This design comes from an exercise in tuning for small area, a short achievable clock period and few clock cycles per item on the open sky130 flow, not from production work.
The RTL was checked by simulation tests, not by an equivalence proof against the original design.

**flow/design.v**
```verilog
module aes_inv_cipher_ctrl (
  input  logic         clk,
  input  logic         rst,
  input  logic         in_valid,
  output logic         in_ready,
  input  logic [127:0] in_block,
  output logic [3:0]   rk_idx,
  input  logic [127:0] rk_data,
  output logic         out_valid,
  input  logic         out_ready,
  output logic [127:0] out_block,
  output logic         busy
);
  function automatic logic [3:0] g4_mul(input logic [3:0] a, input logic [3:0] b);
    logic [3:0] p;
    logic [6:0] t;
    t = ({3'b0,a} & {7{b[0]}}) ^ ({2'b0,a,1'b0} & {7{b[1]}}) ^ ({1'b0,a,2'b0} & {7{b[2]}}) ^ ({a,3'b0} & {7{b[3]}});
    p = {t[3] ^ t[6], t[2] ^ t[5] ^ t[6], t[1] ^ t[4] ^ t[5], t[0] ^ t[4]};
    g4_mul = p;
  endfunction
  function automatic logic [3:0] g4_inv(input logic [3:0] a);
    case (a)
      4'd0: g4_inv = 4'd0;
      4'd1: g4_inv = 4'd1;
      4'd2: g4_inv = 4'd9;
      4'd3: g4_inv = 4'd14;
      4'd4: g4_inv = 4'd13;
      4'd5: g4_inv = 4'd11;
      4'd6: g4_inv = 4'd7;
      4'd7: g4_inv = 4'd6;
      4'd8: g4_inv = 4'd15;
      4'd9: g4_inv = 4'd2;
      4'd10: g4_inv = 4'd12;
      4'd11: g4_inv = 4'd5;
      4'd12: g4_inv = 4'd10;
      4'd13: g4_inv = 4'd4;
      4'd14: g4_inv = 4'd3;
      4'd15: g4_inv = 4'd8;
      default: g4_inv = 4'd0;
    endcase
  endfunction
  function automatic logic [7:0] sb_b(input logic [11:0] u);
    logic [7:0] o;
    o = {g4_mul(u[11:8], u[3:0]), g4_mul(u[7:4], u[3:0])};
    sb_b = {o[1] ^ o[5], o[1] ^ o[2] ^ o[4] ^ o[6], o[1] ^ o[5] ^ o[7], o[2] ^ o[6] ^ o[7], o[2] ^ o[3], o[2] ^ o[3] ^ o[5] ^ o[7], o[4] ^ o[5] ^ o[6], o[0] ^ o[1] ^ o[5] ^ o[7]};
  endfunction
  function automatic logic [7:0] to_tower(input logic [7:0] x);
    to_tower = {x[1] ^ x[2] ^ x[6] ^ x[7], x[1] ^ x[2] ^ x[3] ^ x[4] ^ x[5] ^ x[7], ~(x[0] ^ x[4] ^ x[5] ^ x[6]), ~(x[1] ^ x[2] ^ x[7]), x[0] ^ x[1] ^ x[2] ^ x[4], x[1] ^ x[4] ^ x[5], ~(x[0] ^ x[1] ^ x[5]), ~(x[4] ^ x[5])};
  endfunction
  function automatic logic [11:0] sb_a2(input logic [7:0] t);
    logic [3:0] h, l, d;
    h = t[7:4]; l = t[3:0];
    d = {h[0] ^ h[1] ^ h[2], h[1] ^ h[2], h[0] ^ h[1], h[2] ^ h[3]} ^ g4_mul(h, l) ^ {l[3], l[1] ^ l[3], l[2], l[0] ^ l[2]};
    sb_a2 = {h, h ^ l, g4_inv(d)};
  endfunction
  function automatic logic [31:0] imc_to_tower(input logic [31:0] a);
    logic [31:0] o;
    o[0] = ~(a[1] ^ a[4] ^ a[5] ^ a[6] ^ a[9] ^ a[10] ^ a[11] ^ a[17] ^ a[19] ^ a[20] ^ a[22] ^ a[23] ^ a[25] ^ a[26] ^ a[28] ^ a[31]);
    o[1] = ~(a[0] ^ a[2] ^ a[3] ^ a[4] ^ a[7] ^ a[9] ^ a[10] ^ a[12] ^ a[13] ^ a[15] ^ a[16] ^ a[17] ^ a[18] ^ a[19] ^ a[21] ^ a[23] ^ a[24] ^ a[25] ^ a[26] ^ a[29] ^ a[31]);
    o[2] = a[0] ^ a[1] ^ a[4] ^ a[6] ^ a[8] ^ a[10] ^ a[11] ^ a[13] ^ a[14] ^ a[15] ^ a[19] ^ a[20] ^ a[21] ^ a[22] ^ a[26] ^ a[28] ^ a[29] ^ a[30] ^ a[31];
    o[3] = a[2] ^ a[3] ^ a[5] ^ a[7] ^ a[9] ^ a[10] ^ a[11] ^ a[12] ^ a[13] ^ a[14] ^ a[20] ^ a[21] ^ a[24] ^ a[26] ^ a[28] ^ a[29] ^ a[30] ^ a[31];
    o[4] = ~(a[1] ^ a[4] ^ a[8] ^ a[10] ^ a[12] ^ a[13] ^ a[14] ^ a[15] ^ a[16] ^ a[17] ^ a[18] ^ a[20] ^ a[22] ^ a[25] ^ a[26] ^ a[28] ^ a[29]);
    o[5] = ~(a[1] ^ a[3] ^ a[5] ^ a[8] ^ a[9] ^ a[10] ^ a[14] ^ a[16] ^ a[17] ^ a[21] ^ a[22] ^ a[24] ^ a[25] ^ a[26] ^ a[27] ^ a[28] ^ a[29] ^ a[30]);
    o[6] = a[0] ^ a[1] ^ a[2] ^ a[9] ^ a[10] ^ a[12] ^ a[14] ^ a[15] ^ a[17] ^ a[18] ^ a[21] ^ a[22] ^ a[24] ^ a[27];
    o[7] = a[1] ^ a[3] ^ a[5] ^ a[7] ^ a[8] ^ a[10] ^ a[11] ^ a[12] ^ a[16] ^ a[17] ^ a[18] ^ a[19] ^ a[23] ^ a[25] ^ a[26] ^ a[27] ^ a[28] ^ a[29] ^ a[30] ^ a[31];
    o[8] = ~(a[1] ^ a[2] ^ a[4] ^ a[7] ^ a[9] ^ a[12] ^ a[13] ^ a[14] ^ a[17] ^ a[18] ^ a[19] ^ a[25] ^ a[27] ^ a[28] ^ a[30] ^ a[31]);
    o[9] = ~(a[0] ^ a[1] ^ a[2] ^ a[5] ^ a[7] ^ a[8] ^ a[10] ^ a[11] ^ a[12] ^ a[15] ^ a[17] ^ a[18] ^ a[20] ^ a[21] ^ a[23] ^ a[24] ^ a[25] ^ a[26] ^ a[27] ^ a[29] ^ a[31]);
    o[10] = a[2] ^ a[4] ^ a[5] ^ a[6] ^ a[7] ^ a[8] ^ a[9] ^ a[12] ^ a[14] ^ a[16] ^ a[18] ^ a[19] ^ a[21] ^ a[22] ^ a[23] ^ a[27] ^ a[28] ^ a[29] ^ a[30];
    o[11] = a[0] ^ a[2] ^ a[4] ^ a[5] ^ a[6] ^ a[7] ^ a[10] ^ a[11] ^ a[13] ^ a[15] ^ a[17] ^ a[18] ^ a[19] ^ a[20] ^ a[21] ^ a[22] ^ a[28] ^ a[29];
    o[12] = ~(a[1] ^ a[2] ^ a[4] ^ a[5] ^ a[9] ^ a[12] ^ a[16] ^ a[18] ^ a[20] ^ a[21] ^ a[22] ^ a[23] ^ a[24] ^ a[25] ^ a[26] ^ a[28] ^ a[30]);
    o[13] = ~(a[0] ^ a[1] ^ a[2] ^ a[3] ^ a[4] ^ a[5] ^ a[6] ^ a[9] ^ a[11] ^ a[13] ^ a[16] ^ a[17] ^ a[18] ^ a[22] ^ a[24] ^ a[25] ^ a[29] ^ a[30]);
    o[14] = a[0] ^ a[3] ^ a[8] ^ a[9] ^ a[10] ^ a[17] ^ a[18] ^ a[20] ^ a[22] ^ a[23] ^ a[25] ^ a[26] ^ a[29] ^ a[30];
    o[15] = a[1] ^ a[2] ^ a[3] ^ a[4] ^ a[5] ^ a[6] ^ a[7] ^ a[9] ^ a[11] ^ a[13] ^ a[15] ^ a[16] ^ a[18] ^ a[19] ^ a[20] ^ a[24] ^ a[25] ^ a[26] ^ a[27] ^ a[31];
    o[16] = ~(a[1] ^ a[3] ^ a[4] ^ a[6] ^ a[7] ^ a[9] ^ a[10] ^ a[12] ^ a[15] ^ a[17] ^ a[20] ^ a[21] ^ a[22] ^ a[25] ^ a[26] ^ a[27]);
    o[17] = ~(a[0] ^ a[1] ^ a[2] ^ a[3] ^ a[5] ^ a[7] ^ a[8] ^ a[9] ^ a[10] ^ a[13] ^ a[15] ^ a[16] ^ a[18] ^ a[19] ^ a[20] ^ a[23] ^ a[25] ^ a[26] ^ a[28] ^ a[29] ^ a[31]);
    o[18] = a[3] ^ a[4] ^ a[5] ^ a[6] ^ a[10] ^ a[12] ^ a[13] ^ a[14] ^ a[15] ^ a[16] ^ a[17] ^ a[20] ^ a[22] ^ a[24] ^ a[26] ^ a[27] ^ a[29] ^ a[30] ^ a[31];
    o[19] = a[4] ^ a[5] ^ a[8] ^ a[10] ^ a[12] ^ a[13] ^ a[14] ^ a[15] ^ a[18] ^ a[19] ^ a[21] ^ a[23] ^ a[25] ^ a[26] ^ a[27] ^ a[28] ^ a[29] ^ a[30];
    o[20] = ~(a[0] ^ a[1] ^ a[2] ^ a[4] ^ a[6] ^ a[9] ^ a[10] ^ a[12] ^ a[13] ^ a[17] ^ a[20] ^ a[24] ^ a[26] ^ a[28] ^ a[29] ^ a[30] ^ a[31]);
    o[21] = ~(a[0] ^ a[1] ^ a[5] ^ a[6] ^ a[8] ^ a[9] ^ a[10] ^ a[11] ^ a[12] ^ a[13] ^ a[14] ^ a[17] ^ a[19] ^ a[21] ^ a[24] ^ a[25] ^ a[26] ^ a[30]);
    o[22] = a[1] ^ a[2] ^ a[5] ^ a[6] ^ a[8] ^ a[11] ^ a[16] ^ a[17] ^ a[18] ^ a[25] ^ a[26] ^ a[28] ^ a[30] ^ a[31];
    o[23] = a[0] ^ a[1] ^ a[2] ^ a[3] ^ a[7] ^ a[9] ^ a[10] ^ a[11] ^ a[12] ^ a[13] ^ a[14] ^ a[15] ^ a[17] ^ a[19] ^ a[21] ^ a[23] ^ a[24] ^ a[26] ^ a[27] ^ a[28];
    o[24] = ~(a[1] ^ a[2] ^ a[3] ^ a[9] ^ a[11] ^ a[12] ^ a[14] ^ a[15] ^ a[17] ^ a[18] ^ a[20] ^ a[23] ^ a[25] ^ a[28] ^ a[29] ^ a[30]);
    o[25] = ~(a[1] ^ a[2] ^ a[4] ^ a[5] ^ a[7] ^ a[8] ^ a[9] ^ a[10] ^ a[11] ^ a[13] ^ a[15] ^ a[16] ^ a[17] ^ a[18] ^ a[21] ^ a[23] ^ a[24] ^ a[26] ^ a[27] ^ a[28] ^ a[31]);
    o[26] = a[0] ^ a[2] ^ a[3] ^ a[5] ^ a[6] ^ a[7] ^ a[11] ^ a[12] ^ a[13] ^ a[14] ^ a[18] ^ a[20] ^ a[21] ^ a[22] ^ a[23] ^ a[24] ^ a[25] ^ a[28] ^ a[30];
    o[27] = a[1] ^ a[2] ^ a[3] ^ a[4] ^ a[5] ^ a[6] ^ a[12] ^ a[13] ^ a[16] ^ a[18] ^ a[20] ^ a[21] ^ a[22] ^ a[23] ^ a[26] ^ a[27] ^ a[29] ^ a[31];
    o[28] = ~(a[0] ^ a[2] ^ a[4] ^ a[5] ^ a[6] ^ a[7] ^ a[8] ^ a[9] ^ a[10] ^ a[12] ^ a[14] ^ a[17] ^ a[18] ^ a[20] ^ a[21] ^ a[25] ^ a[28]);
    o[29] = ~(a[0] ^ a[1] ^ a[2] ^ a[6] ^ a[8] ^ a[9] ^ a[13] ^ a[14] ^ a[16] ^ a[17] ^ a[18] ^ a[19] ^ a[20] ^ a[21] ^ a[22] ^ a[25] ^ a[27] ^ a[29]);
    o[30] = a[1] ^ a[2] ^ a[4] ^ a[6] ^ a[7] ^ a[9] ^ a[10] ^ a[13] ^ a[14] ^ a[16] ^ a[19] ^ a[24] ^ a[25] ^ a[26];
    o[31] = a[0] ^ a[2] ^ a[3] ^ a[4] ^ a[8] ^ a[9] ^ a[10] ^ a[11] ^ a[15] ^ a[17] ^ a[18] ^ a[19] ^ a[20] ^ a[21] ^ a[22] ^ a[23] ^ a[25] ^ a[27] ^ a[29] ^ a[31];
    imc_to_tower = o;
  endfunction
  function automatic logic [127:0] inv_shift_rows(input logic [127:0] s);
    logic [127:0] o;
    for (int c = 0; c < 4; c++)
      for (int r = 0; r < 4; r++)
        o[8*(r + 4*c) +: 8] = s[8*(r + 4*((c - r + 4) % 4)) +: 8];
    inv_shift_rows = o;
  endfunction
  logic [127:0] s_q, t_q;
  logic [191:0] u_q;
  logic         s_v, u_v, t_v;
  logic [3:0]   s_k, u_k, t_k;
  logic         t_w;         
  logic [3:0]   rk_q;
  logic         fin_q;       
  logic         rdy_q;       
  logic         busy_q;
  logic         stall, enter;
  logic [127:0] sr, t_src, t_d, s_d, imc_tt, t_tt;
  assign stall = fin_q && !out_ready;
  assign enter = in_valid && rdy_q;
  assign sr = inv_shift_rows(s_q);
  logic [191:0] u_n;
  always_comb begin
    for (int i = 0; i < 16; i++) begin
      u_n[12*i +: 12] = sb_a2(sr[8*i +: 8]);
      t_src[8*i +: 8] = sb_b(u_q[12*i +: 12]);
    end
  end
  assign t_d = (enter ? in_block : t_src) ^ rk_data;
  always_comb begin
    for (int c = 0; c < 4; c++) imc_tt[32*c +: 32] = imc_to_tower(t_q[32*c +: 32]);
    for (int i = 0; i < 16; i++) t_tt[8*i +: 8] = to_tower(t_q[8*i +: 8]);
  end
  assign s_d = t_w ? t_tt : imc_tt;
  always_ff @(posedge clk) begin
    if (!stall) begin
      s_q <= s_d;
      u_q <= u_n;
      t_q <= t_d;
    end
  end
  logic       s_v_n, u_v_n, t_v_n, t_w_n;
  logic [3:0] s_k_n, u_k_n, t_k_n;
  always_comb begin
    s_v_n = t_v && !fin_q;
    s_k_n = t_k;
    u_v_n = s_v;
    u_k_n = s_k;
    t_v_n = u_v || enter;
    t_k_n = enter ? 4'd10 : u_k - 4'd1;
    t_w_n = enter;
  end
  always_ff @(posedge clk or posedge rst) begin
    if (rst) begin
      s_v    <= 1'b0;
      u_v    <= 1'b0;
      t_v    <= 1'b0;
      s_k    <= '0;
      u_k    <= '0;
      t_k    <= '0;
      t_w    <= 1'b0;
      rk_q   <= 4'd10;
      fin_q  <= 1'b0;
      rdy_q  <= 1'b1;
      busy_q <= 1'b0;
    end else if (!stall) begin
      s_v    <= s_v_n;
      s_k    <= s_k_n;
      u_v    <= u_v_n;
      u_k    <= u_k_n;
      t_v    <= t_v_n;
      t_k    <= t_k_n;
      t_w    <= t_w_n;
      rk_q   <= s_v ? s_k - 4'd1 : 4'd10;
      fin_q  <= u_v && u_k == 4'd1;
      rdy_q  <= !u_v_n && !(u_v && u_k == 4'd1) &&
                !((s_v_n && s_k_n == 4'd10) || t_w_n);
      busy_q <= s_v_n || u_v_n || t_v_n;
    end
  end
  assign rk_idx    = rk_q;
  assign in_ready  = rdy_q;
  assign out_valid = fin_q;
  assign out_block = t_q;
  assign busy      = busy_q;
endmodule
```
**flow/flow/run.sh**
```bash
#!/bin/bash
# The standard ORFS layout (standard.sh) with these changes to how the
# layout is made; the constraints (constraint.sdc) are the standard flow's, unchanged:
#  - ports are buffered with buf_4 cells instead of the default buffer;
#  - if the detailed router leaves an antenna violation, the layout is made
#    again at a slightly lower utilisation in orfs_b/ and that one is used.
# Every tool's output goes to the logs under orfs*/logs and to flow_make*.log.
set -euo pipefail
W=$(pwd)
MARGIN=${MARGIN:-5.8}
KNOBS=(SETUP_SLACK_MARGIN=$MARGIN "BUFFER_PORTS_ARGS=-buffer_cell sky130_fd_sc_hd__buf_4")
BASE=results/$FLOW_PLATFORM/aes_inv_cipher_ctrl/base
ANT=reports/$FLOW_PLATFORM/aes_inv_cipher_ctrl/base/drt_antennas.log
bash standard.sh "${KNOBS[@]}" finish > flow_make.log 2>&1
if grep -q VIOLATED "orfs/$ANT"; then
  bash standard.sh WORK_HOME="$W/orfs_b" "${KNOBS[@]}" CORE_UTILIZATION=55 finish > flow_make_b.log 2>&1
  if ! grep -q VIOLATED "orfs_b/$ANT"; then
    : # left out here: write the final layout as DEF
  fi
fi
```
**flow/standard.sh**
```bash
#!/bin/bash
# synth_recipe.tcl (not shown) runs the flow's synth.tcl, then flattens the netlist and writes it again
# the make line also repeats each setting of config.mk as NAME=value (left out here)
make -C /OpenROAD-flow-scripts/flow DESIGN_CONFIG=/design/flow/config.mk WORK_HOME=/design/flow/orfs CLKGATE_MAP_FILE= SYNTH_SCRIPT=/design/flow/synth_recipe.tcl "${@:-finish}"
```
**flow/config.mk**
```make
export PLATFORM = sky130hd
export DESIGN_NAME = aes_inv_cipher_ctrl
export DESIGN_NICKNAME = aes_inv_cipher_ctrl
export VERILOG_FILES = /design/flow/design.v
export SDC_FILE = /design/flow/constraint.sdc
export NUM_CORES = 4
export LEC_CHECK = 0
export CAP_MARGIN = 20
export CORE_MARGIN = 2
export CORE_UTILIZATION = 60
export SLEW_MARGIN = 20
export TNS_END_PERCENT = 0
```
**flow/constraint.sdc**
```tcl
create_clock -name core_clock -period 9.0 [get_ports {clk}]
set_input_delay 1.8000 -clock core_clock [delete_from_list [all_inputs] [get_ports {clk}]]
set_output_delay 1.8000 -clock core_clock [all_outputs]
set_load 0.01 [all_outputs]
```
==> summary.txt, run 1 <==
Outcome
The flow ran to the end and the layout has no timing, DRC or antenna violations.

Worst setup path
The worst endpoint required time is roughly 7200 ps. The critical path is of the flop to output pin type. For this design, the slowest cell found on the critical path is edfxtp_1. The critical path goes through buf_4. The category of the worst setup path capture point is an output pin. In this design, the largest share of critical-path delay is due to flip-flops.

The data arrival time of the critical path is approximately 1800 ps. The top fanout value on the critical path is 9. Counting both buffers and inverters, the worst setup path holds a total of 1. The largest incremental delay on the critical path is 860 ps. The kind of start point of the critical path is a flop.

GRT
Global routing finished with a remaining overflow of 0. The initial antenna violation count is 1. The maximum number of pins on one net before global-route repair is roughly 110. The via count of the first global-routing pass is 31,700. The global-route wire length before repair is approximately 180 mm. Global routing used between 20 and 30% of the available tracks.

Die
The placeable core area is ~76,000 um^2. The initial utilization of the core area, before any placement, comes to 60.8%. Measured along the x axis, the die boundary spans 282 um. The die is around 280 um tall.

The I/O pin count is between 300 and 400. The die covers 79,300 um^2. The initialized floorplan defines about 100 standard-cell rows.

Cells and area
The area growth from synthesis to layout is 11.4%. Summing all multi-input logic gate instances after layout gives between 30,000 and 40,000 um^2. Fill cells in the final layout number ~6,400. The net count of the finished layout is roughly 5,500. The flip-flop and latch area is 14,000 um^2. In the final layout, the share of cells above drive strength 1 is 11.0%.

Yosys
Counting flops with an async set or reset pin after synthesis yields a share of about 5%. The average footprint of a synthesized cell is approximately 9.5 um^2. The synthesized netlist occupies a cell area of roughly 46,000 um^2. After synthesis, flip-flops and latches occupy about 30% of the total area. Among all flip-flop cells after synthesis, the most frequent one is edfxtp_1. The number of flops mapped to enable cells by yosys is roughly 450.

The count of mapped cells out of synthesis is about 4,800. For this run, the number of Yosys warnings is 1. The post-synthesis sequential element count is between 400 and 500. The number of nets in the synthesized netlist is ~5,300. Yosys mapped the design onto 55 distinct sky130hd cell types.

Timing
The final period demand of the worst path is 3560 ps. The final hold violation count is 0. The final worst hold slack is roughly 480 ps. For the pin with the worst max-slew slack, the measured transition is between 1000 and 1500 ps.

Of the available clock period, the critical path in the final layout requires about 40%. Timing would allow up to 281 MHz. The setup total negative slack is 0 ps. Setup repair after global routing could not meet its margin everywhere. Setup violations remaining at the end of the flow were counted as 0. The number of pins exceeding their max-slew limit in the final report is 0.

The setup skew after layout is ~30 ps. The worst pin sits at a relative slew slack of roughly 28%.

Drt
The final routed DRC violation total is 0. In this run the remaining antenna-violating nets after routing total 0. The first routing iteration left between 2,000 and 3,000 violations.

The number of detailed-routing iterations run before antenna repair is 5. Dividing the detail-routed via count by the number of cells gives about 5.4. The final route contains between 30,000 and 40,000 vias. The routed wire length per instance is around 19 um.

The wire length reported by the detailed router is around 120 mm.

Clock network
The tree built by TritonCTS fans out to 471 sinks. The H-tree generated during clock tree synthesis spans 2 levels. The total CTS buffers is 55. The clock passes through at most 3 buffers.

The later pin in the worst-skew pair is clocked with a latency of about 620 ps. The root buffer cell chosen for the clock tree is clkbuf_16. TritonCTS built the clock tree. The quantity of hold-fixing buffers added after cts is 0. After clock tree synthesis, the clock-pin slew on the worst setup and hold paths is roughly 70 ps.

Place
The HPWL after detailed placement is roughly 89 mm. The final RePlAce weighted congestion is a little under 1. The count of buffers inserted at the top-level ports is 394.

Hold path
The path type of the worst min-delay path is flop to flop.

Flow run
Max-cap violations in this run came to 0.
cells by family after synthesis:
group,Yosys count,synth area share (%)
buffers and inverters,308,2.85
muxes,53,1.24
and+or+nand+nor,1110,9.78
DFF,471,30.4
AOI/OAI and AO/OA,417,4.93
adders and majority gates,179,4.85
xor gates and xnor gates,2303,46.0
through the flow:
| stage | std cells | util, % | cell area, um^2 | setup slack, ps |
|---|---|---|---|---|
| 5_1_grt | 6125 | 67.7 | 51500 | 5450 |
| 3_3_place_gp | 6018 | 65.0 | 49500 | 4310 |
| 6_report | 6127 | 67.7 | 51500 | 5440 |
| 2_1_floorplan | 4841 | - | 46300 | 5530 |
| 3_5_place_dp | 6018 | 65.0 | 49500 | 4270 |
| 4_1_cts | 6124 | 67.7 | 51500 | 5410 |
cells in the final DEF, fill, tap and decap left out, types with 13 or more instances in the layout:
cell type / instances
clkinv_1: 13
nand2_1: 752
o21ai_0: 145
nand2b_1: 24
a31oi_1: 14
xnor3_1: 56
mux2i_1: 28
ha_1: 179
a21oi_1: 201
xor2_1: 604
xnor2_1: 1614
buf_4: 405
nor2_1: 219
nor2b_1: 67
mux2_2: 24
inv_1: 49
dfrtp_1: 19
clkbuf_16: 56
edfxtp_1: 448
cell type report:
| type | instances | area share [%] |
|---|---|---|
| Clock inverter | 40 | 0.994 |
| Multi-Input combinational cell | 4062 | 60.0 |
| Sequential cell | 471 | 27.3 |
| Timing Repair inverter | 1 | 0.0316 |
| Antenna cell | 2 | 0.00972 |
| Clock buffer | 62 | 2.77 |
| Timing Repair Buffer | 409 | 6.02 |
| Inverter | 50 | 0.416 |
| Tap cell | 1030 | 2.50 |
flip-flops by register name, indices dropped and copies added (netlist names):
name    flops
rk_q        4
t_v         1
u_k         4
t_k         4
s_v         1
busy_q      1
t_w         1
s_k         4
t_q       128
u_v         1
s_q       128
u_q       192
fin_q       1
rdy_q       1
cells in the mapped netlist (28+ instances only):
cell type | number | share of area [%]
ha_1 | 179 | 4.8
xnor2_1 | 1614 | 31
edfxtp_1 | 448 | 29
clkbuf_1 | 141 | 1.1
xor2_1 | 605 | 11
nor2b_1 | 67 | 0.91
xnor3_1 | 56 | 2.7
nor2_1 | 220 | 1.8
inv_1 | 49 | 0.40
buf_2 | 103 | 1.1
o21ai_0 | 145 | 1.6
a21oi_1 | 201 | 2.2
nand2_1 | 753 | 6.1
mux2i_1 | 28 | 0.61
metal layers:
layer	wire length, um	global-route usage, %
met5	8	0
met2	56500	49.6
met4	3480	8.67
met3	6390	3.38
met1	52100	40.1
path summary, 6_finish.rpt:
| kind | startpoint | to | slack, ps | cells past startpoint |
|---|---|---|---|---|
| min in group asynchronous | rst | busy_q | 1360 | 2 |
| max | t_q[46] | out_block[46] | 5440 | 1 |
| max reg2reg | t_w | s_q[27] | 5680 | 4 |
| min | rk_q[0] | rk_q[0] | 480 | 2 |
| min reg2reg | rk_q[0] | rk_q[0] | 480 | 2 |
| max in group asynchronous | rst | t_w | 6990 | 2 |
timing repair:
| action | 4_1_cts | 5_1_grt |
|---|---|---|
| gates cloned | 1 | 0 |
| pin swaps | 1 | 0 |
| resized for setup | 2 | 2 |
| buffers inserted | 3 | 1 |
| setup endpoints to repair | 457 | 325 |
Testbench counts, summed over its fixed seeds: cycles 8,504, items 768.
==> run 2, diff against run 1 <==
--- a/flow/flow/run.sh
+++ b/flow/flow/run.sh
@@ -9,3 +9,3 @@
 W=$(pwd)
-MARGIN=${MARGIN:-5.8}
+MARGIN=${MARGIN:-5.9}
 KNOBS=(SETUP_SLACK_MARGIN=$MARGIN "BUFFER_PORTS_ARGS=-buffer_cell sky130_fd_sc_hd__buf_4")
--- a/flow/config.mk
+++ b/flow/config.mk
@@ -11,2 +11 @@
 export SLEW_MARGIN = 20
-export TNS_END_PERCENT = 0
==> run 2 against run 1 <==
Count of clock-buffer cells in the layout is 4 higher. Non-clock buffer count increased by 127. Hold slack worse by 8.0 ps. Die area is the same. Maximum frequency grew 14%. Clock skew down 14 ps. Via count grew 0.67%. Routed wire length increased by 0.51%. Cell count rose by 2.1%.
==> summary.txt, run 2 <==
GRT
The maximum number of pins on one net before global-route repair is 137. Global routing used 29.5% of the available tracks across all layers. The first global-routing pass estimated approximately 180 mm of wire. The initial antenna violation count is 3. The residual overflow from global routing is 0. The via count of the first global-routing pass is between 30,000 and 40,000.

Yosys
The post-synthesis sequential element count is ~470. For this run, the number of Yosys warnings is 1. Of the synthesized area, sequential elements account for roughly 30%. The most used flip-flop cell after synthesis is edfxtp_1.

Ranked by total cell area, the synthesized netlist is headed by xnor2_1 31%, edfxtp_1 29%, xor2_1 11%, nand2_1 6.1%, ha_1 4.8%. The most used standard cell by instance count after synthesis is xnor2_1. Synthesis produced a netlist with a net count of 5,280. After synthesis, the share of flip-flops with an asynchronous set or reset is 4.88%. The post-synth design cell area is 46,200 um^2. xnor2_1 takes more of the synthesized area than any other cell. The number of distinct library cell variants in the gate-level netlist after synthesis is 55. Synthesis produced a netlist whose cell count is between 4,000 and 5,000. The synthesized design contains around 450 enable-type register cells.

The commonest cells after synthesis are 1,614 x xnor2_1, 753 x nand2_1, 605 x xor2_1, 448 x edfxtp_1, 220 x nor2_1. The average footprint of a synthesized cell is between 9 and 10 um^2. In this run the biggest area consumer among cell types represents between 30% and 40% of the synthesized area.

Drt
The first-iteration detailed-routing DRC count is between 2,000 and 2,500. In the final routed layout, each cell accounts on average for about 19 um. For this run, the detailed router's first-pass iteration total came to 5. The final layout contains routed wiring with a total length of approximately 120 mm. The number of nets with antenna violations after detailed routing is 0.

The total via count after detailed routing is 33,200. The number of vias per cell is ~5.3. For this run, design rule violations remaining after detail routing come to 0.

Worst setup path
The kind of start point of the critical path is an input pin. Along the worst path, the maximum fanout reaches roughly 140. The data arrival time of the critical path is 3450 ps. The depth of the most critical reg-to-reg path is 8. The reg-to-reg critical path startpoint is u_q[183]. The category of the worst setup path capture point is a flop. For the worst setup path, the data required time is between 9000 and 10,000 ps. The worst setup path is of the input pin to flop kind. Across all register-to-register paths, the minimum setup slack is roughly 6000 ps. The endpoint of the most critical register-to-register path is t_q[126].

Clock network
TritonCTS built the clock tree. Clock-pin slew was measured on the worst setup and hold paths at around 60 ps. The number of clock buffers added by TritonCTS is 57. The clock passes through at most 3 buffers.

The buffer type at the clock tree root is clkbuf_16. The H-tree depth is 2. The clock net in this run drives a total of ~470 sinks. The worst-skew pair later-pin latency is 620 ps.

Die
After floorplanning, the core was divided into 101 placement rows. The die covers ~79,000 um^2. The overall die width is 282 um. For this design the top-level I/O count stands at 395. In this run the standard cell core region covers roughly 76,000 um^2. The starting utilization of the core area is between 60 and 70%. The height of the die is 282 um.

Cells and area
The area of all placed cells without fillers is roughly 53,000 um^2. The number of flip-flops in the largest register is 192. The proportion of layout cells with a drive suffix above 1 is 13.6%. Leaving out fill and tap cells, the most frequent cells in the layout are 1,597 x xnor2_1, 752 x nand2_1, 604 x xor2_1. The area growth from synthesis to layout is 13.9%.

The count of nets after finishing is around 5,600. The number of antenna cells inserted is 0. The top register by number of flip-flops is u_q.

The library cell used most frequently in the layout, excluding fill and tap cells, is xnor2_1. The largest registers in the layout are u_q (192), s_q (128), t_q (128).

Place
The standard cell area after detailed placement is between 40,000 and 50,000 um^2. The final RePlAce weighted congestion is about 0.94. In this run the tool buffered the top-level ports with slightly below 400 buffer cells. The final HPWL from detailed placement is 88.4 mm.

Outcome
The flow ran to the end and the layout has no timing, DRC or antenna violations.

Timing
The worst slew margin relative to its limit is between 20 and 25%. The final hold violation count was 0. Setup repair after global routing could not meet its margin everywhere. The setup skew after layout is approximately 16 ps. Setup violations remaining at the end of the flow were counted as 0. Counting I/O delays and the setup requirement, the final critical path takes approximately 3100 ps. The maximum frequency from static timing analysis is 319 MHz. The number of pins exceeding their max-slew limit in the final report is 0. Final hold analysis gives a worst-case slack of around 470 ps. For the final routed database, the setup TNS stands at 0 ps. The transition time at the pin with the least slew margin is about 1200 ps.

The period utilization is about a third.

Hold path
The hold-critical path depth is 2. The hold-critical path endpoint is rk_q[0]. The path type of the worst min-delay path is flop to flop. In this run the most critical hold path is launched from rk_q[0].

Flow run
The count of max-cap constraint violations is 0.
[run 2: critical path, cell delays in order]
cell	delay, ps
buf_4	130
nor2_4	120
buf_12	140
clkinv_16	170
buf_12	460
buf_12	250
[run 2: how the worst max path moves through the flow]
| stage | from | end | slack (ps) |
|---|---|---|---|
| 3_5_place_dp | out_ready | t_q[67] | 4190 |
| 6_report | out_ready | u_q[98] | 5870 |
| 4_1_cts | t_q[36] | out_block[36] | 5860 |
| 2_1_floorplan | out_ready | s_q[0] | 5530 |
| 5_1_grt | u_q[183] | t_q[126] | 5800 |
| 3_3_place_gp | out_ready | u_q[104] | 4230 |
[run 2: logic make-up (layout without fill, tap and decap cells)]
| family | count (synthesis) | after routing | synth area share (%) |
|---|---|---|---|
| simple gates | 1110 | 1111 | 9.78 |
| flops | 471 | 471 | 30.4 |
| fa+ha+maj | 179 | 179 | 4.85 |
| buf+inv | 308 | 692 | 2.85 |
| xor+xnor | 2303 | 2303 | 46.0 |
| compound gates | 417 | 417 | 4.93 |
| mux | 53 | 53 | 1.24 |
[run 2: what timing repair did]
action                     4_1_cts  5_1_grt
setup endpoints to repair      408      181
cloned                           1        1
hold buffers                     0        0
setup buffers                  132        1
gates resized for setup         16       22
pin swaps                        1        0
[run 2: metrics by stage]
step	utilization [%]	worst slack [ps]	std cells
2_1_floorplan	-	5530	4841
3_3_place_gp	65.0	4230	6016
3_5_place_dp	65.0	4190	6016
4_1_cts	69.0	5860	6254
5_1_grt	69.2	5800	6256
6_report	69.2	5870	6256
[run 2: per-layer routing]
metal  GRT usage [%]  part of all wire (%)
met4            9.51                   3.3
met3            3.59                   5.7
met5               0                     0
met2            49.7                    48
met1            39.6                    43
[run 2: cell type report]
| cell class | instances | area (um^2) |
|---|---|---|
| inverter | 50 | 214 |
| timing repair inverter | 1 | 16.3 |
| clock buffer | 66 | 1500 |
| timing repair buffer | 536 | 4100 |
| clock inverter | 39 | 433 |
| tap | 1030 | 1290 |
| sequential | 471 | 14000 |
| fill | 6184 | 23400 |
| multi-input combinational | 4063 | 31000 |
==> run 3, diff against run 2 <==
--- a/flow/flow/run.sh
+++ b/flow/flow/run.sh
@@ -3,3 +3,3 @@
 # layout is made; the constraints (constraint.sdc) are the standard flow's, unchanged:
-#  - ports are buffered with buf_4 cells instead of the default buffer;
+#  - ports are buffered with buf_2 cells instead of the default buffer;
 #  - if the detailed router leaves an antenna violation, the layout is made
@@ -9,4 +9,4 @@
 W=$(pwd)
-MARGIN=${MARGIN:-5.9}
-KNOBS=(SETUP_SLACK_MARGIN=$MARGIN "BUFFER_PORTS_ARGS=-buffer_cell sky130_fd_sc_hd__buf_4")
+MARGIN=${MARGIN:-5.75}
+KNOBS=(SETUP_SLACK_MARGIN=$MARGIN "BUFFER_PORTS_ARGS=-buffer_cell sky130_fd_sc_hd__buf_2")
 BASE=results/$FLOW_PLATFORM/aes_inv_cipher_ctrl/base
--- a/flow/config.mk
+++ b/flow/config.mk
@@ -9,3 +9,3 @@
 export CORE_MARGIN = 2
-export CORE_UTILIZATION = 60
+export CORE_UTILIZATION = 70
 export SLEW_MARGIN = 20
==> run 3 against run 2 <==
Die area shrank 14%. Critical path depth down 5. Critical path type is now flop to output pin. Largest cell class unchanged. Highest routed layer is now met5.
==> summary.txt, run 3 <==
Outcome
The flow ran to the end and the layout has no timing, DRC or antenna violations.

Die
The placeable core area is 65,500 um^2. The overall die width is 261 um. The overall die area is 68,100 um^2. The floorplan has 94 rows. The I/O pin count is between 300 and 400. The floorplan step set the die height to roughly 260 um. The starting utilization of the core area is between 70% and 80%.

Worst setup path
The data arrival time of the critical path is approximately 1400 ps. STA classifies the critical path startpoint as a flop. Traced cell by cell, the critical path runs through buf_2. The worst-path cell with the longest stage delay is edfxtp_1. The worst endpoint required time is between 7000 and 8000 ps. The type of the worst setup path is flop to output pin.

The worst setup path is captured at an output pin. In this run the worst path has a maximum fanout of 6. The critical path buffer and inverter count is 1. The cell family contributing the most delay on the critical path is flip-flops. The largest incremental delay on the critical path is a little over 600 ps.

GRT
The initial antenna violation count is 4. The total track usage is between 30% and 40%. The via count of the first global-routing pass came to between 30,000 and 40,000. The residual overflow from global routing is 0. The global-route wire length before repair is approximately 180 mm. Entering global routing, the biggest net connects roughly 130 pins.

Drt
The first routing iteration left ~2,900 violations. The first detailed-routing pass took 6 iterations. The routed wire length per instance is a little under 20 um. For this run, design rule violations remaining after detail routing come to 0. Across all layers, the routed design uses about 34,000 vias. The wire length reported by the detailed router is around 120 mm. The number of nets with antenna violations after detailed routing is 0. In the routed layout, each cell is associated on average with a via count of about 5.6.

Cells and area
From synthesis to final layout, the design area changed by 10.4%. The commonest non-fill, non-tap cell in the layout is xnor2_1. The count of nets after finishing is around 5,600. The register with the most flip-flops in the layout has 192 of them. More flip-flops sit in one register than any other, and that register is u_q. In the layout the commonest cells are 1,611 x xnor2_1, 752 x nand2_1, 603 x xor2_1.

Cells with a size suffix above 1 make up around 13% of the layout. The largest registers in the layout are u_q (192), s_q (128), t_q (128).

Yosys
When the netlist entered floorplanning its net count stood at 5,280. For this run, the leading register cell type out of synthesis is edfxtp_1. Counting flops and latches in the post-synthesis netlist gives between 400 and 500. Averaged over all synthesized cells, the footprint is ~9.5 um^2.

The cell taking the most area after synthesis is xnor2_1. After synthesis, the cell types taking the most area are xnor2_1 31%, edfxtp_1 29%, xor2_1 11%, nand2_1 6.1%, ha_1 4.8%. The share of flip-flops with an asynchronous set or reset is under 10%.

By instance count, the leading cell after synthesis is xnor2_1. Synthesis instantiated 55 different standard cells from the library. After synthesis, the most frequently instantiated cells are 1,614 x xnor2_1, 753 x nand2_1, 605 x xor2_1, 448 x edfxtp_1, 220 x nor2_1. The top-area cell type share of the netlist area is 30.6%. The sequential fraction of the synthesis area is 30.4%. The post-synth design cell area is between 40,000 and 50,000 um^2.

The count of mapped cells out of synthesis is 4,841. For this run, the number of Yosys warnings is 1. The synthesized design contains between 400 and 500 enable-type register cells.

Timing
The number of pins exceeding their max-slew limit in the final report was 0. The worst slew margin relative to its limit is roughly 30%. Setup repair after global routing left no endpoint under its margin. The transition time at the pin with the least slew margin is approximately 1000 ps.

Setup violations remaining at the end of the flow were counted as 0. Static timing analysis puts the maximum clock frequency at 310 MHz. The final hold violation count was 0. Adding up every negative setup slack in the final design gives 0 ps. The setup skew after layout is between 15 and 20 ps. The period utilization is between 30% and 40%. The final period demand of the worst path is between 3000 and 4000 ps. The final worst hold slack is just under 500 ps.

Clock network
The quantity of hold-fixing buffers added after cts is 0. In this run the clock root is driven by a clkbuf_16. The maximum clock path buffer count is 3. The CTS tree is yes. TritonCTS created between 50 and 60 clock buffers. After clock tree synthesis, the clock-pin slew on the worst setup and hold paths is ~60 ps. The H-tree depth is 2. The clock net in this run drives a total of 471 sinks. The worst-skew pair later-pin latency is a little over 600 ps.

Place
Port buffering added 394 buffers. The wire-length estimate of the detail-placed layout is between 80 and 90 mm. At the end of routability-driven placement, the weighted congestion stood at between 0.9 and 1.

Flow run
Max-cap violations in this run came to 0.

Hold path
The path type of the worst min-delay path is flop to flop.
[run 3: final timing paths]
path	to	depth (start not counted)	slack, ps	from
min reg2reg	rk_q[0]	2	480	rk_q[0]
min	rk_q[0]	2	480	rk_q[0]
max	out_block[58]	1	5770	t_q[58]
max in group asynchronous	t_w	2	6970	rst
max reg2reg	t_q[40]	8	5820	u_q[62]
min in group asynchronous	busy_q	2	1380	rst
[run 3: metal layers]
metal	GRT usage, %	vias to the layer above	wire [um]	share of wire, %
met5	0	-	13	0.011
met4	13.8	2	4880	4.2
met3	3.78	265	8220	7.0
met2	56.5	1218	55700	48
met1	44.6	16200	48200	41
li1	-	16200	-	-
[run 3: cell families (layout without fill, tap and decap cells)]
family | count (synthesis) | after routing | share of synthesized area, %
xor+xnor | 2303 | 2303 | 46.0
simple gates | 1110 | 1110 | 9.78
flops | 471 | 471 | 30.4
compound gates | 417 | 417 | 4.93
buf+inv | 308 | 660 | 2.85
fa+ha+maj | 179 | 179 | 4.85
mux | 53 | 53 | 1.24
other cells | 0 | 2 | 0
[run 3: through the flow]
stage               setup WS, ps  util (%)  instances  cell area (um^2)
floorplan                   5530         -       4841             46300
global placement            4810      73.7       5853             48300
detailed placement          4730      73.7       5853             48300
CTS                         5750      77.8       6052             51000
global route                5740      77.9       6058             51000
finish                      5770      77.9       6059             51000
[run 3: area by class of cell]
class,count,area (um^2)
Multi-Input combinational cell,4062,30900
Fill cell,4653,14500
Sequential cell,471,14000
Timing Repair Buffer,514,2900
Clock buffer,60,1350
Tap cell,864,1080
Clock inverter,35,504
Inverter,50,214
Timing Repair inverter,1,16.3
Antenna cell,2,5.00
[run 3: timing repair]
action,in CTS,in global routing
cloned,1,0
endpoints found under the setup margin,371,17
pin swaps,1,0
resized for setup,4,6
buffers inserted,103,5
==> run 4, diff against run 3 <==
--- a/flow/flow/run.sh
+++ b/flow/flow/run.sh
@@ -9,3 +9,3 @@
 W=$(pwd)
-MARGIN=${MARGIN:-5.75}
+MARGIN=${MARGIN:-5.9}
 KNOBS=(SETUP_SLACK_MARGIN=$MARGIN "BUFFER_PORTS_ARGS=-buffer_cell sky130_fd_sc_hd__buf_2")
--- a/flow/config.mk
+++ b/flow/config.mk
@@ -9,3 +9,3 @@
 export CORE_MARGIN = 2
-export CORE_UTILIZATION = 70
+export CORE_UTILIZATION = 78
 export SLEW_MARGIN = 20
==> run 4 against run 3 <==
First-iteration DRC count is 44% higher. Highest routed layer is now met4. Register-to-register slack improved by 130 ps. Still clean. Synthesized cell count unchanged. Sequential cell count did not move. Global-route usage is 6.7 points higher. Critical path type is now input pin to flop.
==> summary.txt, run 4 <==
Outcome
The flow ran to the end and the layout has no timing, DRC or antenna violations.

Drt
The final route contains approximately 36,000 vias. In this run, the number of DRC markers left after iteration 0 of detailed routing was approximately 4,200. After detailed routing, the number of remaining DRC violations is 0. The wire length reported by the detailed router is 129 mm. The routed wire length per instance is approximately 21 um.

The number of nets with antenna violations after detailed routing is 0. The number of detailed-routing iterations run before antenna repair is 6. The number of vias per cell is about 6.0.

Cells and area
Ranked by flip-flop count, first place goes to u_q. The commonest non-fill, non-tap cell in the layout is xnor2_1. In the final layout, the multi-input gates occupy between 30,000 and 40,000 um^2.

The largest registers in the layout are u_q (192), s_q (128), t_q (128). The number of flip-flops in the largest register is 192. Measured on the finished design, the core utilization comes to approximately 87%. The count of nets after finishing is 5,625. The proportion of layout cells with a drive suffix above 1 is between 10 and 15%. The flip-flop and latch area is approximately 14,000 um^2. Relative to the synthesized area, the layout overhead comes to 11.1%. The layout has 3,149 filler cells. Leaving out fill and tap cells, the most frequent cells in the layout are 1,589 x xnor2_1, 752 x nand2_1, 604 x xor2_1.

Worst setup path
The slowest stage of the critical path is the buf_8 cell. For this run, the slowest stage of the critical path takes between 400 and 500 ps. At the worst endpoint, the required time is 9420 ps. The launch point of the critical path is in_valid. The worst register-to-register path ends at s_q[27].

The critical path buffer and inverter count is 2. The worst setup path is captured at a flop. The type of the worst setup path is input pin to flop. Data arrives at the worst endpoint at around 3600 ps. The kind of start point of the critical path is an input pin.

For the worst flop-to-flop path, the logic depth is 8. Broken down by cell family, the worst path's largest delay share belongs to buffers and inverters. Traced cell by cell, the critical path runs through buf_2 -> nand2_8 -> buf_8 -> nor2_1 -> a21oi_1 -> xor2_1. The top fanout value on the critical path is 66. The reg-to-reg critical path startpoint is t_q[3]. The register-to-register setup slack is roughly 6000 ps.

GRT
The total overflow left after global routing is 0. The total track usage is 40.3%. The first global-routing pass estimated 192 mm of wire. Entering global routing, the biggest net connects roughly 160 pins.

The via count of the first global-routing pass is 34,700. The initial antenna violation count is 3.

Timing
The number of pins exceeding their max-slew limit in the final report was 0. The final setup violation count is 0. The worst pin sits at a relative slew slack of between 30% and 40%. The final hold violation count is 0. For the pin with the worst max-slew slack, the measured transition is 1040 ps. The setup skew after layout is ~25 ps. Setup repair after global routing could not meet its margin everywhere. The worst path uses about a third of the clock period.

The setup total negative slack is 0 ps. The maximum frequency from static timing analysis is 318 MHz. The final period demand of the worst path is ~3100 ps.

Die
The total area inside the core boundary comes to 58,800 um^2. The site row count is between 80 and 90. During I/O placement, the number of pins put on the boundary was approximately 400. The floorplan step set the die height to roughly 250 um. Once the floorplan was initialized, standard cells occupied between 70% and 80% of the core. The overall die area is about 61,000 um^2. The overall die width is ~250 um.

Yosys
Summed over all instances, the cell type with the most area after synthesis is xnor2_1. A synthesized cell averages around 9.5 um^2. In the synthesized netlist the async set-or-reset flop fraction comes to between 4 and 5%. In this run the biggest area consumer among cell types represents 30.6% of the synthesized area. Counting every instance in the synthesized netlist gives 4,841. The commonest cells after synthesis are 1,614 x xnor2_1, 753 x nand2_1, 605 x xor2_1, 448 x edfxtp_1, 220 x nor2_1.

Yosys attributes the largest share of cell area to xnor2_1 31%, edfxtp_1 29%, xor2_1 11%, nand2_1 6.1%, ha_1 4.8%. Counting flops and latches in the post-synthesis netlist gives roughly 470. The number of flops mapped to enable cells by yosys is 448.

Summing the sequential cell areas from Yosys gives a little under a third of the chip area. Among all cell types in the netlist, the one instantiated most often is xnor2_1. The post-synth design cell area is 46,200 um^2.

The number of distinct library cell variants in the gate-level netlist after synthesis is 55. The number of nets in the synthesized netlist is about 5,300. The most used flip-flop cell after synthesis is edfxtp_1. The count of warnings emitted by yosys is 1.

Hold path
The path with the worst hold slack has its endpoint at rk_q[0]. The startpoint of the lowest-slack hold path is rk_q[0]. Counting instances, the worst hold path has a depth of 2. The path type of the worst min-delay path is flop to flop.

Clock network
The maximum clock path buffer count is 3. The CTS clock-pin slew for the worst setup and hold paths is 60 ps. The clock tree synthesis step divided the H-tree into 2 levels.

The worst-skew pair later-pin latency is between 600 and 700 ps. The tree is rooted in a clkbuf_16. The tree built by TritonCTS fans out to around 470 sinks.

Counting the buffers created by CTS gives 54. For this design, the CTS-stage hold fixing added 0 buffers. TritonCTS built the clock tree.

Place
The count of buffers added on input and output ports is a little under 400. The final RePlAce weighted congestion is slightly below 1. The final HPWL from detailed placement is a little under 90 mm.

Flow run
The count of max-cap constraint violations is 0.
-- run 4: routing by layer --
| metal | vias to the layer above | GRT usage [%] | wire (um) |
|---|---|---|---|
| met5 | - | 0 | 0 |
| met4 | 0 | 18.5 | 6570 |
| met3 | 464 | 6.62 | 13500 |
| met2 | 2115 | 66.3 | 60800 |
| met1 | 17100 | 52.5 | 48100 |
| li1 | 16200 | - | - |
-- run 4: how the worst max path moves through the flow --
stage	end	depth (start not counted)
after floorplan	s_q[0]	3
after global placement	t_q[29]	4
after detailed placement	t_q[29]	4
after CTS	out_block[90]	1
after global routing	u_q[51]	9
final	t_q[29]	6
-- run 4: cells by family after synthesis --
kind of cell / count (synthesis) / synth area share (%)
and+or+nand+nor: 1110 / 9.78
DFF: 471 / 30.4
AOI/OAI and AO/OA: 417 / 4.93
buffers and inverters: 308 / 2.85
xor gates and xnor gates: 2303 / 46.0
muxes: 53 / 1.24
adders and majority gates: 179 / 4.85
-- run 4: tightest hold or removal path, delay by kind of cell, from the launching register on --
kind          cells  cell delay (ps)
flops             1              350
simple gates      2               90
-- run 4: cell type report --
| type | count | area share, % |
|---|---|---|
| well taps | 773 | 1.88 |
| clock inverters | 38 | 0.828 |
| repair buffers | 543 | 6.16 |
| flip-flops and latches | 471 | 27.3 |
| inverters | 50 | 0.417 |
| multi-input cells | 4064 | 60.6 |
| diodes | 3 | 0.0146 |
| repair inverters | 2 | 0.0634 |
| clock buffers | 61 | 2.72 |
-- run 4: per-stage QoR --
step                      std cells  hold slack [ps]  setup WS, ps  area [um^2]
after CTS                      5995              478          5860        51100
after global placement         5759              460          4790        48200
final                          6005              478          5860        51400
after floorplan                4841              457          5530        46300
after global routing           6004              517          5830        51300
after detailed placement       5759              468          4680        48200
-- run 4: what timing repair did --
item                                    4_1_cts  5_1_grt
pin swaps                                     1        6
cloned                                        2        2
endpoints found under the setup margin      592       60
gates resized for setup                       6       29
buffers inserted                            135        5
==> run 5, diff against run 4 <==
--- a/flow/config.mk
+++ b/flow/config.mk
@@ -9,3 +9,4 @@
 export CORE_MARGIN = 2
-export CORE_UTILIZATION = 78
+export CORE_UTILIZATION = 70
+export GPL_TIMING_DRIVEN = 1
 export SLEW_MARGIN = 20
==> run 5 against run 4 <==
Routed wire length shrank 7.4%. Via count shrank 4.5%. Die area increased by 11%. Non-clock buffer count unchanged. Largest cell class unchanged. Count of clock-buffer cells in the layout stayed put. Critical path type is now flop to output pin. Sequential cell count stayed put. Hold slack better by 35 ps. Clock skew increased by 1.0 ps. Global-route usage decreased by 6.2 points. Area after synthesis is the same. Maximum frequency increased by 0.57%.
==> summary.txt, run 5 <==
Outcome
The run finished with no timing, DRC or antenna violations.

Timing
Setup total negative slack on the finished layout was measured at 0 ps. The number of pins exceeding their max-slew limit in the final report is 0. The worst slew margin relative to its limit is roughly 23%. The transition time at the pin with the least slew margin is ~1100 ps. The final period demand of the worst path is roughly 3100 ps. The maximum frequency from static timing analysis is 320 MHz. Setup repair after global routing could not meet its margin everywhere. The clock arrives with roughly 26 ps of skew. The final setup violation count is 0. The final hold violation count is 0. The period utilization is approximately a third.

Clock network
The buffer type at the clock tree root is clkbuf_16. After clock tree synthesis, the clock-pin slew on the worst setup and hold paths is approximately 60 ps. The CTS tree is yes. For this design, the CTS-stage hold fixing added 0 buffers. For this design, the sink count on the clock tree is about 470.

The H-tree was split into 2 levels. The total CTS buffers is 54. The maximum clock path buffer count is 3. At the later pin of the worst-skew pair, clock insertion delay measures approximately 640 ps.

Worst setup path
At the worst endpoint, the required time is between 7000 and 8000 ps. The kind of start point of the critical path is a flop. The largest individual stage delay along the critical path comes from the cell edfxtp_1.

The category of the worst setup path capture point is an output pin. The endpoint of the most critical register-to-register path is s_q[117]. The top fanout value on the critical path is 2. The data arrival time of the critical path is 1320 ps. The register-to-register setup slack is 5920 ps. Counting cells, the worst reg-to-reg path comes to 7. The critical path in this run is classified as flop to output pin. The cell family contributing the most delay on the critical path is flip-flops. On the worst path, the slowest cell contributes a delay of 510 ps.

In this run the critical register-to-register path is launched from t_q[121]. The signal on the critical path passes through buf_2. The critical path buffer and inverter count is 1.

GRT
The layer flagged by global routing as most heavily used is met2. The met2 track utilization from global routing is a little under three fifths. The maximum number of pins on one net before global-route repair is about 170. The first global-routing pass estimated roughly 180 mm of wire. Global routing used between 30% and 40% of the available tracks across all layers.

The initial antenna violation count was 3. For met1 alone, demand over resource in global routing was 45.1%. The via count of the first global-routing pass is roughly 33,000. The met3 track demand over resource in global routing is around 5.3%. After global routing the overflow that remains totals 0.

Yosys
After synthesis the netlist holds a flip-flop and latch count of about 470. In the synthesized netlist, the number of instances is 4,841. The cell taking the most area after synthesis is xnor2_1. The sequential fraction of the synthesis area is 30.4%.

When the netlist entered floorplanning its net count stood at about 5,300. For this run, the leading register cell type out of synthesis is edfxtp_1. In the synthesized netlist the async set-or-reset flop fraction comes to approximately 4.9%. The commonest cells after synthesis are 1,614 x xnor2_1, 753 x nand2_1, 605 x xor2_1, 448 x edfxtp_1, 220 x nor2_1. The number of distinct library cell variants in the gate-level netlist after synthesis is between 50 and 60. After synthesis, the cell types taking the most area are xnor2_1 31%, edfxtp_1 29%, xor2_1 11%, nand2_1 6.1%, ha_1 4.8%.

The top-area cell type share of the netlist area is a little under a third. The count of warnings emitted by yosys is 1. The number of flops mapped to enable cells by yosys is around 450. In the post-synthesis netlist, the cell with the most instances is xnor2_1. Each instance of the synthesized netlist takes up on average between 9 and 10 um^2. After synthesis the cells add up to between 40,000 and 50,000 um^2.

Place
The count of buffers inserted at the top-level ports is around 390. After legalization and detailed placement, the total HPWL measured roughly 86 mm. At the end of routability-driven placement, the weighted congestion stood at 0.976. Summing all placed instances gives a cell area of roughly 48,000 um^2.

Hold path
Along the worst hold path, the cell count comes to 2. The worst hold path begins at rk_q[1]. The worst hold path terminates at rk_q[1].

The worst hold path belongs to the class flop to flop.

Drt
The number of detailed-routing iterations run before antenna repair is 8. In this run, the number of DRC markers left after iteration 0 of detailed routing was 2,936. The total via count after detailed routing is roughly 34,000. The routed wire length per instance is approximately 20 um. The detail route stage leaves a number of antenna-violating nets equal to 0.

In the routed layout, each cell is associated on average with a via count of between 5 and 6. The final routed DRC violation total is 0. Wires add up to ~120 mm.

Cells and area
The number of flip-flops in the largest register is between 150 and 200. The final layout contains around 5,600 nets. Leaving out fill and tap cells, the most frequent cell in the layout is xnor2_1. The area of all placed cells without fillers is a little over 50,000 um^2.

Of the cells placed in the final design, the portion with a size suffix greater than 1 is a little over an eighth. In the final layout, the registers with the most flip-flops are u_q (192), s_q (128), t_q (128). Ranked by flip-flop count, first place goes to u_q. The library cells used most frequently in the layout, excluding fill and tap cells, are 1,599 x xnor2_1, 752 x nand2_1, 603 x xor2_1. The area growth from synthesis to layout is 11.1%. The post-layout utilization of the core is between 70% and 80%. The total of fill cells in the finished design is roughly 4,500.

Die
The die is about 260 um wide. The overall die area is around 70,000 um^2. The floorplan step set the die height to 261 um. The site row count is 94. Pin placement for this block handled between 300 and 400 I/O pins. The initial utilization of the core area, before any placement, comes to 70.6%. The floorplan step defined a core boundary enclosing 65,500 um^2.

Flow run
Max-cap violations in this run came to 0.
## run 5: layout make-up
type	count	area [um^2]	area share (%)
Multi-Input combinational cell	4063	31000	60.4
Sequential cell	471	14000	27.3
Timing Repair Buffer	543	3170	6.17
Clock buffer	61	1450	2.83
Tap cell	864	1080	2.11
Clock inverter	38	357	0.694
Inverter	50	214	0.417
Timing Repair inverter	1	16.3	0.0317
Antenna cell	1	2.50	0.00487
## run 5: worst min-delay path: cells and delay by family (launching register included)
family             cells  cell delay [ps]
and+or+nand+nor        1               90
AOI/OAI and AO/OA      1               50
DFF                    1              380
## run 5: metrics by stage
stage	hold WS [ps]	worst slack, ps	std cells
finish	513	5880	6092
global route	537	5850	6091
CTS	501	5860	6086
detailed placement	485	4820	5853
global placement	480	4870	5853
floorplan	457	5530	4841
## run 5: logic make-up (layout without fill, tap and decap cells)
logic type,Yosys count,count (layout),share of synthesized area [%]
buffers and inverters,308,693,2.85
DFF,471,471,30.4
AOI/OAI and AO/OA,417,417,4.93
adders and majority gates,179,179,4.85
xor gates and xnor gates,2303,2303,46.0
muxes,53,53,1.24
and+or+nand+nor,1110,1111,9.78
other,0,1,0
## run 5: repair_timing
| item | CTS | global route |
|---|---|---|
| setup endpoints to repair | 440 | 141 |
| pin swaps | 1 | 0 |
| buffers inserted | 133 | 2 |
| resized for setup | 8 | 22 |
| hold endpoints to repair | 0 | 0 |
| gates cloned | 1 | 1 |
## run 5: how the worst max path moves through the flow
stage                         end  cells after the start      start
floorplan                  s_q[0]                      3  out_ready
CTS                 out_block[46]                      1    t_q[46]
finish              out_block[46]                      1    t_q[46]
global route              t_q[59]                      5   in_valid
global placement         u_q[132]                      4  out_ready
detailed placement        t_q[60]                      4  out_ready
## run 5: metal layers
layer | routed length [um] | share of wire, %
met2 | 56900 | 48
met4 | 4910 | 4.1
met1 | 48300 | 40
met5 | 40 | 0.033
met3 | 9170 | 7.7
==> run 6, diff against run 5 <==
--- a/flow/config.mk
+++ b/flow/config.mk
@@ -10,3 +10,2 @@
 export CORE_UTILIZATION = 70
-export GPL_TIMING_DRIVEN = 1
 export SLEW_MARGIN = 20
==> run 6 against run 5 <==
Still clean on timing, DRC and antenna. Core utilization is the same. Area after synthesis is the same.
==> summary.txt, run 6 <==
Cells and area
The count of nets after finishing is 5,623. The area growth from synthesis to layout is 11.1%. The top register by number of flip-flops is u_q.

The library cell used most frequently in the layout, excluding fill and tap cells, is xnor2_1. The register with the most flip-flops in the layout has between 150 and 200 of them. The finished cells cover 51,400 um^2.

The proportion of layout cells with a drive suffix above 1 is 13.6%. For this run, the number of standard cells in the final layout without fillers is 6,092. The largest registers in the layout are u_q (192), s_q (128), t_q (128).

In the layout the commonest cells are 1,599 x xnor2_1, 752 x nand2_1, 603 x xor2_1. The filler cells instantiated in the layout total 4,533.

Timing
Setup repair after global routing could not meet its margin everywhere. The worst slew margin relative to its limit is 23.2%. The final hold violation count is 0. At the pin with the least slew margin, the transition time is 1140 ps.

Setup violations remaining at the end of the flow were counted as 0. Timing would allow up to 320 MHz. Adding up every negative setup slack in the final design gives 0 ps. For the finished layout, the period the worst path requires is ~3100 ps.

The period utilization is a little over a third. The setup skew after layout is around 26 ps. The number of pins exceeding their max-slew limit in the final report was 0.

Flow run
The tool flagged a number of max-cap violations equal to 0.

Die
The die covers approximately 68,000 um^2. The initial utilization of the core area, before any placement, comes to a little over two thirds. The placeable core area is approximately 66,000 um^2. The site row count is 94. The die is approximately 260 um wide. The I/O pin count is 395. The die is about 260 um tall.

Clock network
The quantity of hold-fixing buffers added after cts is 0. The clock sink count is 471. The CTS tree is yes. The number of clock buffers added by TritonCTS is 54. After clock tree synthesis, the clock-pin slew on the worst setup and hold paths is roughly 60 ps.

The buffer type at the clock tree root is clkbuf_16. The worst-skew pair later-pin latency is ~640 ps. The H-tree depth is 2.

The maximum clock path buffer count is 3.

Drt
The routed layout has ~34,000 vias. The number of detailed-routing iterations run before antenna repair is 8. The final layout contains routed wiring with a total length of between 100 and 150 mm. The routed wire length per instance is 19.6 um. After the first detailed-routing iteration, the DRC count stood at ~3,000. In the routed layout, each cell is associated on average with a via count of approximately 5.6.

In the routed design, unresolved DRC markers number 0. Once detail routing completed, the nets flagged for antenna violations numbered 0.

GRT
The global-route wire length before repair is 183 mm. The total track usage is between 30% and 40%. The initial antenna violation count is 3. Entering global routing, the biggest net connects about 170 pins. Global routing finished with a remaining overflow of 0.

The via count of the first global-routing pass is 33,000.

Place
Routability-driven placement finished with a final weighted congestion of about 0.98. The count of buffers inserted at the top-level ports is 394. The standard cell area after detailed placement is about 48,000 um^2. After detailed placement, the design holds a cell count of around 6,000. The final HPWL from detailed placement is around 86 mm.

Yosys
The post-synthesis sequential element count is about 470. The mapped netlist covers around 46,000 um^2. Counting flops with an async set or reset pin after synthesis yields a share of under 10%. The most used standard cell by instance count after synthesis is xnor2_1. The share of the Yosys chip area taken by registers is between 30% and 40%. The count of mapped cells out of synthesis is 4,841.

The share of synthesized area in the top cell type comes to between 30 and 40%. Counting distinct cell types in the post-synthesis netlist gives 55. After synthesis, the cell types taking the most area are xnor2_1 31%, edfxtp_1 29%, xor2_1 11%, nand2_1 6.1%, ha_1 4.8%. The average footprint of a synthesized cell is 9.55 um^2. The count of warnings emitted by yosys is 1.

The most used flip-flop cell after synthesis is edfxtp_1. The cell taking the most area after synthesis is xnor2_1. The post-synth net total is about 5,300.

In this run, synthesis inferred around 450 flip-flops with an integrated enable. The commonest cells after synthesis are 1,614 x xnor2_1, 753 x nand2_1, 605 x xor2_1, 448 x edfxtp_1, 220 x nor2_1.

Worst setup path
The data arrival time of the critical path is 1320 ps. The largest incremental delay on the critical path is 510 ps. The family with the most delay on the worst path is flip-flops.

The kind of start point of the critical path is a flop. The category of the worst setup path capture point is an output pin. The worst-path cell with the longest stage delay is edfxtp_1. For the worst setup path, the data required time is around 7000 ps.

The critical path is of the flop to output pin type. The critical path buffer and inverter count is 1. The top fanout value on the critical path is 2. Walking the worst path, the cells encountered are buf_2.

Outcome
The run finished with no timing, DRC or antenna violations.

Hold path
The path type of the worst min-delay path is flop to flop.
## run 6: cell counts in the layout (fill, tap and decap cells not counted)
Identical to the previous run, type by type.
## run 6: layout make-up
type,instances,area [um^2],share of cell area [%]
antenna,1,2.50,0.00487
clock buffer,61,1450,2.83
clock inverter,38,357,0.694
inverter,50,214,0.417
multi-input combinational,4063,31000,60.4
sequential,471,14000,27.3
tap,864,1080,2.11
timing repair buffer,543,3170,6.17
timing repair inverter,1,16.3,0.0317
## run 6: path summary, 6_finish.rpt
| kind | depth (start not counted) | slack [ps] | from | to |
|---|---|---|---|---|
| worst min-delay path | 2 | 510 | rk_q[1] | rk_q[1] |
| worst max-delay path | 1 | 5880 | t_q[46] | out_block[46] |
| worst max register to register | 7 | 5920 | t_q[121] | s_q[117] |
| worst min register to register | 2 | 510 | rk_q[1] | rk_q[1] |
| min in group asynchronous | 2 | 1340 | rst | t_w |
| max in group asynchronous | 2 | 7050 | rst | t_w |
## run 6: timing repair
action | CTS | global route
pin swaps | 1 | 0
setup buffers | 133 | 2
gates resized for setup | 8 | 22
endpoints found under the setup margin | 440 | 141
cloned | 1 | 1
hold endpoints to repair | 0 | 0
## run 6: kinds of logic (layout without fill, tap and decap cells)
family                   count (synthesis)  after routing  synth area share (%)
AO/OA/AOI/OAI                          417            417                  4.93
other                                    0              1                     0
XOR/XNOR                              2303           2303                  46.0
adder cells (fa/ha/maj)                179            179                  4.85
AND/OR/NAND/NOR                       1110           1111                  9.78
buffers and inverters                  308            693                  2.85
multiplexers                            53             53                  1.24
flip-flops                             471            471                  30.4
## run 6: stage by stage
step	setup slack [ps]	utilization, %	hold slack (ps)
finish	5880	78.4	513
global route	5850	78.4	537
CTS	5860	78.1	501
detailed placement	4820	73.7	485
global placement	4870	73.7	480
floorplan	5530	-	457
## run 6: worst reg2reg max path: cells and delay by family, from the launching register on
kind,cells,cell delay (ps)
xor gates and xnor gates,5,1720
DFF,1,470
AOI/OAI and AO/OA,1,410
buffers and inverters,1,200
## run 6: routing by layer
layer  track usage (%)  part of all wire [%]  up-vias
met4              13.2                   4.1        6
met1              45.1                    40    16400
li1                  -                     -    16200
met2              56.8                    48     1300
met5                 0                 0.033        -
met3              5.32                   7.7      288

## static timing again, ports no longer ideal
How much do the figures lean on ideal ports? The routed layouts below were timed once more, with nothing changed but the port constraints. Step 1, drivers: a clkbuf_16 drives clk and a buf_2 each remaining input, both assumed. Step 2 moves the port delays by t, midway between the first and last clock arrival at a register: inputs arrive t later, outputs are due t later. That takes back most of the time a late clock gives input paths. Three values: no drivers, after step 1, after step 2; two values: the first two.
run | shift t [ns] | slack for setup (ns) | worst register clock-pin slew, ns | worst slew at a driven data input, ns
run 1 | 0.681 | 5.444 / 5.373 / 5.002 | 0.07 / 0.07 | 0.16
run 2 | 0.680 | 5.868 / 5.847 / 5.229 | 0.07 / 0.07 | 0.08
run 3 | 0.665 | 5.774 / 5.708 / 5.178 | 0.06 / 0.06 | 0.12
run 4 | 0.685 | 5.859 / 5.804 / 5.212 | 0.07 / 0.07 | 0.12
run 5 | 0.691 | 5.877 / 5.808 / 5.254 | 0.07 / 0.07 | 0.08
run 6 | 0.691 | 5.877 / 5.808 / 5.254 | 0.07 / 0.07 | 0.08
After both steps setup and hold are still met in every run listed. The setup slack of run 4, which loses most, moves by -0.055 ns with the drivers and by -0.647 ns with both steps.
